What follows belongs to an exercise in optimizing a design on an open flow for small area; a production flow would make more cautious choices.
Function was checked by simulation only, so behaviour that the tests miss may differ from the original.
No activity file was given, so power comes from the tool's default toggle rates.

==> inputs of job 1976 <==
==> flow/design.v <==
`timescale 1ns/1ns
module dcache_top (
    input  logic        clk,
    input  logic        resetn,
    input  logic [1:0]  req_op,
    input  logic [31:0] req_addr,
    input  logic [31:0] req_wdata,
    input  logic [3:0]  req_strb,
    output logic        stall,
    output logic [31:0] rdata,
    output logic [31:0] ar_addr,
    output logic        ar_valid,
    input  logic        ar_ready,
    input  logic [31:0] r_data,
    input  logic        r_valid,
    input  logic        r_last,
    output logic [31:0] aw_addr,
    output logic        aw_valid,
    input  logic        aw_ready,
    output logic [31:0] w_data,
    output logic        w_valid,
    output logic        w_last,
    input  logic        b_valid
);
    localparam logic [2:0] st_idle = 3'd0;   
    localparam logic [2:0] st_aw   = 3'd1;   
    localparam logic [2:0] st_w    = 3'd2;   
    localparam logic [2:0] st_b    = 3'd3;   
    localparam logic [2:0] st_ar   = 3'd4;   
    localparam logic [2:0] st_r    = 3'd5;   
    localparam logic [2:0] st_fill = 3'd6;   
    logic [2:0]    state;
    logic [5:0]    dcnt;
    logic [1:0]    bcnt;
    logic [2047:0] dring;
    logic [415:0]  tring;
    logic [127:0]  fbuf;
    logic [31:0] head;
    logic [23:0] htag;
    logic        hdirty;
    logic        hvalid;
    logic [3:0]  idx;
    logic        line_here;
    logic        tag_hit;
    logic        done;
    logic        wr_now;
    logic        miss_now;
    logic        beat_slot;
    logic        drain;
    logic        fill_now;
    logic [31:0] head_in;
    logic [25:0] thead_in;
    logic [31:0] fb_in;
    logic        fb_en;
    assign head   = dring[31:0];
    assign htag   = tring[23:0];
    assign hdirty = tring[24];
    assign hvalid = tring[25];
    assign idx    = req_addr[7:4];
    assign line_here = (dcnt[3:0] == idx);
    assign tag_hit   = hvalid && (htag == req_addr[31:8]);
    assign done      = (state == st_idle) && line_here && (dcnt[5:4] == req_addr[3:2]) && tag_hit;
    assign wr_now    = done && req_op[1];
    assign miss_now  = (state == st_idle) && (req_op != 2'd0) && line_here && !tag_hit;
    assign beat_slot = line_here && (dcnt[5:4] == bcnt);
    assign drain     = (state == st_fill) && beat_slot;
    assign fill_now  = drain && (bcnt == 2'd3);
    assign stall = !done;
    assign rdata = head;
    assign ar_addr  = {req_addr[31:4], 4'd0};
    assign ar_valid = (state == st_ar);
    assign aw_addr  = {fbuf[127:104], idx, 4'd0};
    assign aw_valid = (state == st_aw);
    assign w_data   = head;
    assign w_valid  = (state == st_w) && beat_slot;
    assign w_last   = (bcnt == 2'd3);
    always_comb begin
        for (int b = 0; b < 4; b++) begin
            if (drain) begin
                head_in[8 * b +: 8] = fbuf[8 * b +: 8];
            end else if (wr_now && req_strb[b]) begin
                head_in[8 * b +: 8] = req_wdata[8 * b +: 8];
            end else begin
                head_in[8 * b +: 8] = head[8 * b +: 8];
            end
        end
    end
    assign thead_in = {hvalid || fill_now,
                       fill_now ? 1'b0 : (hdirty || wr_now),
                       fill_now ? req_addr[31:8] : htag};
    always_ff @(posedge clk) begin
        dring <= {head_in, dring[2047:32]};
        tring <= {thead_in, tring[415:26]};
        if (!resetn) begin
            for (int i = 0; i < 16; i++) begin
                tring[26 * i + 25] <= 1'b0;
            end
        end
    end
    assign fb_en = (state == st_idle) || r_valid || drain;
    assign fb_in = {(state == st_idle) ? htag : r_data[31:8], r_data[7:0]};
    always_ff @(posedge clk) begin
        if (fb_en) begin
            fbuf <= {fb_in, fbuf[127:32]};
        end
    end
    always_ff @(posedge clk) begin
        if (!resetn) begin
            state <= st_idle;
            dcnt  <= '0;
            bcnt  <= '0;
        end else begin
            dcnt <= dcnt + 1'b1;
            if (w_valid || drain) begin
                bcnt <= bcnt + 1'b1;
            end
            case (state)
                st_idle: if (miss_now) state <= (hvalid && hdirty) ? st_aw : st_ar;
                st_aw:   if (aw_ready) state <= st_w;
                st_w:    if (beat_slot && bcnt == 2'd3) state <= st_b;
                st_b:    if (b_valid) state <= st_ar;
                st_ar:   if (ar_ready) state <= st_r;
                st_r:    if (r_valid && r_last) state <= st_fill;
                st_fill: if (fill_now) state <= st_idle;
                default: state <= st_idle;
            endcase
        end
    end
endmodule
==> flow/run.sh <==
#!/bin/bash
# synth_recipe.tcl (not shown) runs the flow's synth.tcl, then flattens the netlist and writes it again
# the make line also repeats each setting of config.mk as NAME=value (left out here)
make -C /OpenROAD-flow-scripts/flow DESIGN_CONFIG=/design/flow/config.mk WORK_HOME=/design/flow/orfs CLKGATE_MAP_FILE= SYNTH_SCRIPT=/design/flow/synth_recipe.tcl finish
==> flow/config.mk <==
export PLATFORM = sky130hd
export DESIGN_NAME = dcache_top
export DESIGN_NICKNAME = dcache_top
export VERILOG_FILES = /design/flow/design.v
export SDC_FILE = /design/flow/constraint.sdc
export NUM_CORES = 4
export LEC_CHECK = 0
export CAP_MARGIN = 20
export CORE_MARGIN = 2
export CORE_UTILIZATION = 40
export PLACE_DENSITY = 0.6
export SLEW_MARGIN = 20
==> flow/constraint.sdc <==
create_clock -name core_clock -period 8.0 [get_ports {clk}]
set_input_delay 1.6000 -clock core_clock [delete_from_list [all_inputs] [get_ports {clk}]]
set_output_delay 1.6000 -clock core_clock [all_outputs]
set_load 0.01 [all_outputs]
==> inputs of job 3237, as changes to job 1976 <==
==> flow/design.v, changed modules only <==
module dcache_top (
    input  logic        clk,
    input  logic        resetn,
    input  logic [1:0]  req_op,
    input  logic [31:0] req_addr,
    input  logic [31:0] req_wdata,
    input  logic [3:0]  req_strb,
    output logic        stall,
    output logic [31:0] rdata,
    output logic [31:0] ar_addr,
    output logic        ar_valid,
    input  logic        ar_ready,
    input  logic [31:0] r_data,
    input  logic        r_valid,
    input  logic        r_last,
    output logic [31:0] aw_addr,
    output logic        aw_valid,
    input  logic        aw_ready,
    output logic [31:0] w_data,
    output logic        w_valid,
    output logic        w_last,
    input  logic        b_valid
);
    localparam logic [2:0] st_idle = 3'd0;   
    localparam logic [2:0] st_aw   = 3'd1;   
    localparam logic [2:0] st_w    = 3'd2;   
    localparam logic [2:0] st_b    = 3'd3;   
    localparam logic [2:0] st_ar   = 3'd4;   
    localparam logic [2:0] st_r    = 3'd5;   
    localparam logic [2:0] st_fill = 3'd6;   
    logic [2:0]    state;
    logic [5:0]    dcnt;
    logic [1:0]    bcnt;
    logic [2047:0] dring;
    logic [415:0]  tring;
    logic [127:0]  fbuf;
    logic [31:0] head;
    logic [23:0] htag;
    logic        hdirty;
    logic        hvalid;
    logic [3:0]  idx;
    logic [5:0]  dcnt_nx;
    logic        nx_line;
    logic        nx_tag_ok;
    logic        nx_check;
    logic        swept;
    logic        hit_q;
    logic        miss_q;
    logic        line_q;
    logic        done;
    logic        wr_now;
    logic        miss_now;
    logic        beat_slot;
    logic        drain;
    logic        fill_now;
    logic [31:0] head_in;
    logic [25:0] thead_in;
    logic [31:0] fb_in;
    logic        fb_en;
    assign head   = dring[31:0];
    assign htag   = tring[23:0];
    assign hdirty = tring[24];
    assign hvalid = tring[25];
    assign idx    = req_addr[7:4];
    assign dcnt_nx   = dcnt + 1'b1;
    assign nx_line   = (dcnt_nx[3:0] == idx);
    assign nx_tag_ok = tring[51] && (tring[49:26] == req_addr[31:8]);
    assign nx_check  = swept && (req_op != 2'd0) && nx_line;
    always_ff @(posedge clk) begin
        hit_q  <= nx_check && nx_tag_ok && (dcnt_nx[5:4] == req_addr[3:2]);
        miss_q <= nx_check && !nx_tag_ok;
        line_q <= nx_line;
    end
    assign done      = (state == st_idle) && hit_q;
    assign wr_now    = done && req_op[1];
    assign miss_now  = (state == st_idle) && miss_q;
    assign beat_slot = line_q && (dcnt[5:4] == bcnt);   
    assign drain     = (state == st_fill) && beat_slot;
    assign fill_now  = drain && (bcnt == 2'd3);
    assign stall = !done;
    assign rdata = head;
    assign ar_addr  = {req_addr[31:4], 4'd0};
    assign ar_valid = (state == st_ar);
    assign aw_addr  = {fbuf[127:104], idx, 4'd0};
    assign aw_valid = (state == st_aw);
    assign w_data   = head;
    assign w_valid  = (state == st_w) && beat_slot;
    assign w_last   = (bcnt == 2'd3);
    logic [31:0] wmask;
    logic [31:0] dmask;
    always_comb begin
        for (int b = 0; b < 4; b++) begin
            wmask[8 * b +: 8] = {8{wr_now && req_strb[b]}};
        end
        dmask   = {32{drain}};
        head_in = (head & ~(wmask | dmask)) | (req_wdata & wmask) | (fbuf[31:0] & dmask);
    end
    assign thead_in = {swept && (hvalid || fill_now),
                       fill_now ? 1'b0 : (hdirty || wr_now),
                       fill_now ? req_addr[31:8] : htag};
    always_ff @(posedge clk) begin
        dring <= {head_in, dring[2047:32]};
        tring <= {thead_in, tring[415:26]};
    end
    assign fb_en = (state == st_idle) || r_valid || drain;
    assign fb_in = {(state == st_idle) ? htag : r_data[31:8], r_data[7:0]};
    always_ff @(posedge clk) begin
        if (fb_en) begin
            fbuf <= {fb_in, fbuf[127:32]};
        end
    end
    always_ff @(posedge clk) begin
        if (!resetn) begin
            state <= st_idle;
            swept <= 1'b0;
            dcnt  <= '0;
            bcnt  <= '0;
        end else begin
            dcnt <= dcnt_nx;
            if (&dcnt[3:0]) begin
                swept <= 1'b1;
            end
            if (w_valid || drain) begin
                bcnt <= bcnt + 1'b1;
            end
            case (state)
                st_idle: if (miss_now) state <= (hvalid && hdirty) ? st_aw : st_ar;
                st_aw:   if (aw_ready) state <= st_w;
                st_w:    if (beat_slot && bcnt == 2'd3) state <= st_b;
                st_b:    if (b_valid) state <= st_ar;
                st_ar:   if (ar_ready) state <= st_r;
                st_r:    if (r_valid && r_last) state <= st_fill;
                st_fill: if (fill_now) state <= st_idle;
                default: state <= st_idle;
            endcase
        end
    end
endmodule
==> flow/flow/run.sh (new file) <==
#!/bin/bash
# Standard ORFS layout (the standard.sh, unchanged synthesis), with two
# changes: the clock tree is built from clkbuf_8 without CTS dummy loads, and
# port buffers use buf_1. Each tool's output is logged under orfs/logs; the
# make output goes to flow_make.log in this folder.
set -euo pipefail
export CTS_ARGS="-sink_clustering_enable -repair_clock_nets -buf_list {sky130_fd_sc_hd__clkbuf_2 sky130_fd_sc_hd__clkbuf_4 sky130_fd_sc_hd__clkbuf_8} -sink_clustering_buffer sky130_fd_sc_hd__clkbuf_8 -sink_clustering_size 20 -sink_clustering_max_diameter 60 -dont_use_dummy_load"
export BUFFER_PORTS_ARGS="-buffer_cell sky130_fd_sc_hd__buf_1"
bash standard.sh finish > flow_make.log 2>&1
==> flow/standard.sh (new file) <==
#!/bin/bash
# synth_recipe.tcl (not shown) runs the flow's synth.tcl, then flattens the netlist and writes it again
# the make line also repeats each setting of config.mk as NAME=value (left out here)
make -C /OpenROAD-flow-scripts/flow DESIGN_CONFIG=/design/flow/config.mk WORK_HOME=/design/flow/orfs CLKGATE_MAP_FILE= SYNTH_SCRIPT=/design/flow/synth_recipe.tcl "${@:-finish}"
--- a/flow/config.mk
+++ b/flow/config.mk
@@ -7,6 +7,9 @@
 export LEC_CHECK = 0
 export CAP_MARGIN = 20
 export CORE_MARGIN = 2
-export CORE_UTILIZATION = 40
-export PLACE_DENSITY = 0.6
+export CORE_UTILIZATION = 65
+export CTS_BUF_LIST = sky130_fd_sc_hd__clkbuf_8
+export CTS_CLUSTER_DIAMETER = 60
+export CTS_CLUSTER_SIZE = 20
+export PLACE_DENSITY = 0.8
 export SLEW_MARGIN = 20
removed: flow/run.sh
==> inputs of job 702, as changes to job 1976 <==
--- a/flow/config.mk
+++ b/flow/config.mk
@@ -8,5 +8,8 @@
 export CAP_MARGIN = 20
 export CORE_MARGIN = 2
 export CORE_UTILIZATION = 40
+export CTS_BUF_LIST = sky130_fd_sc_hd__clkbuf_8
+export CTS_CLUSTER_DIAMETER = 60
+export CTS_CLUSTER_SIZE = 20
 export PLACE_DENSITY = 0.6
 export SLEW_MARGIN = 20
==> comparison table <==
|  | job 702 | job 1976 | job 3237 |
|---|---|---|---|
| Register area | 53400 sq um | 53400 sq um | 53500 sq um |
| Critical Path Sink | stall | stall | w_valid |
| Overall power | 19800 uW | 25400 uW | 19300 uW |
| Delay of the slowest critical-path stage | 750 ps | 750 ps | 600 ps |
| Met1 Track Usage GR | 0.147 | 0.152 | 0.233 |
| Final non-clock buffer share | 0.0378 | 0.0349 | 0.0150 |
| Core utilization of the finished layout | 0.448 | 0.486 | 0.693 |
| Count of clock-net buffers in the final layout | 161 | 333 | 150 |
| Syn Inst Count | 3107 | 3107 | 2980 |
| Setup slack after placement | 1460 ps | 1460 ps | 4060 ps |
| Kind of start point of the critical path | primary input | primary input | flip-flop |
| Die area | 145000 sq um | 145000 sq um | 89200 sq um |
| Die Width | 381 um | 381 um | 299 um |
| Fraction of layout cells with a size suffix above 1 | 0.0755 | 0.122 | 0.0601 |
| Met2 demand-to-capacity share in global routing | 0.133 | 0.139 | 0.255 |
| Status | complete, no violations | complete, no violations | complete, no violations |
| CTS sink count | 2603 | 2603 | 2607 |
| Slew @ Worst Pin | 957 ps | 914 ps | 962 ps |
| Multi-input logic area | 2420 sq um | 2420 sq um | 1940 sq um |
| Height of the chip | 381 um | 381 um | 299 um |
| Clock network area share | 0.0425 | 0.118 | 0.0345 |
| Switching share of power | 0.203 | 0.192 | 0.201 |
| Share of power burned in combinational logic | 0.027 | 0.021 | 0.025 |
| Mux contribution to synthesized area | 0.0100 | 0.0100 | 0.00958 |

==> re-timing with driven ports <==
The flow's constraints put no driver on any port. The routed layouts listed below were extracted and timed again, unchanged, in two steps.
Step 1: set_driving_cell puts a clkbuf_16 on clk and a buf_2 on each other input, an assumption about the parent block.
Step 2 adds t to the input delays and takes it off the output delays; t is the mean of the earliest and latest rising clock arrival at the registers after step 1. Input paths then give back, and output paths get back, about the clock's delay inside the block.
Three values: ideal, step 1, step 2; two values: the first two.
run	shift t [ns]	slack for setup (ns)	worst hold slack (ns)	worst data-port slew with drivers (ns)
job 1976	0.847	1.670 / 1.647 / 1.647	0.310 / 0.310 / 0.310	0.13
job 3237	0.843	4.096 / 4.039 / 3.977	0.270 / 0.270 / 0.270	0.11
job 702	0.920	1.613 / 1.590 / 1.590	0.310 / 0.310 / 0.310	0.14
After both steps every run listed still meets setup and hold. For job 3237, which loses most, drivers alone change the setup slack by -0.057 ns; drivers and shift together by -0.119 ns.
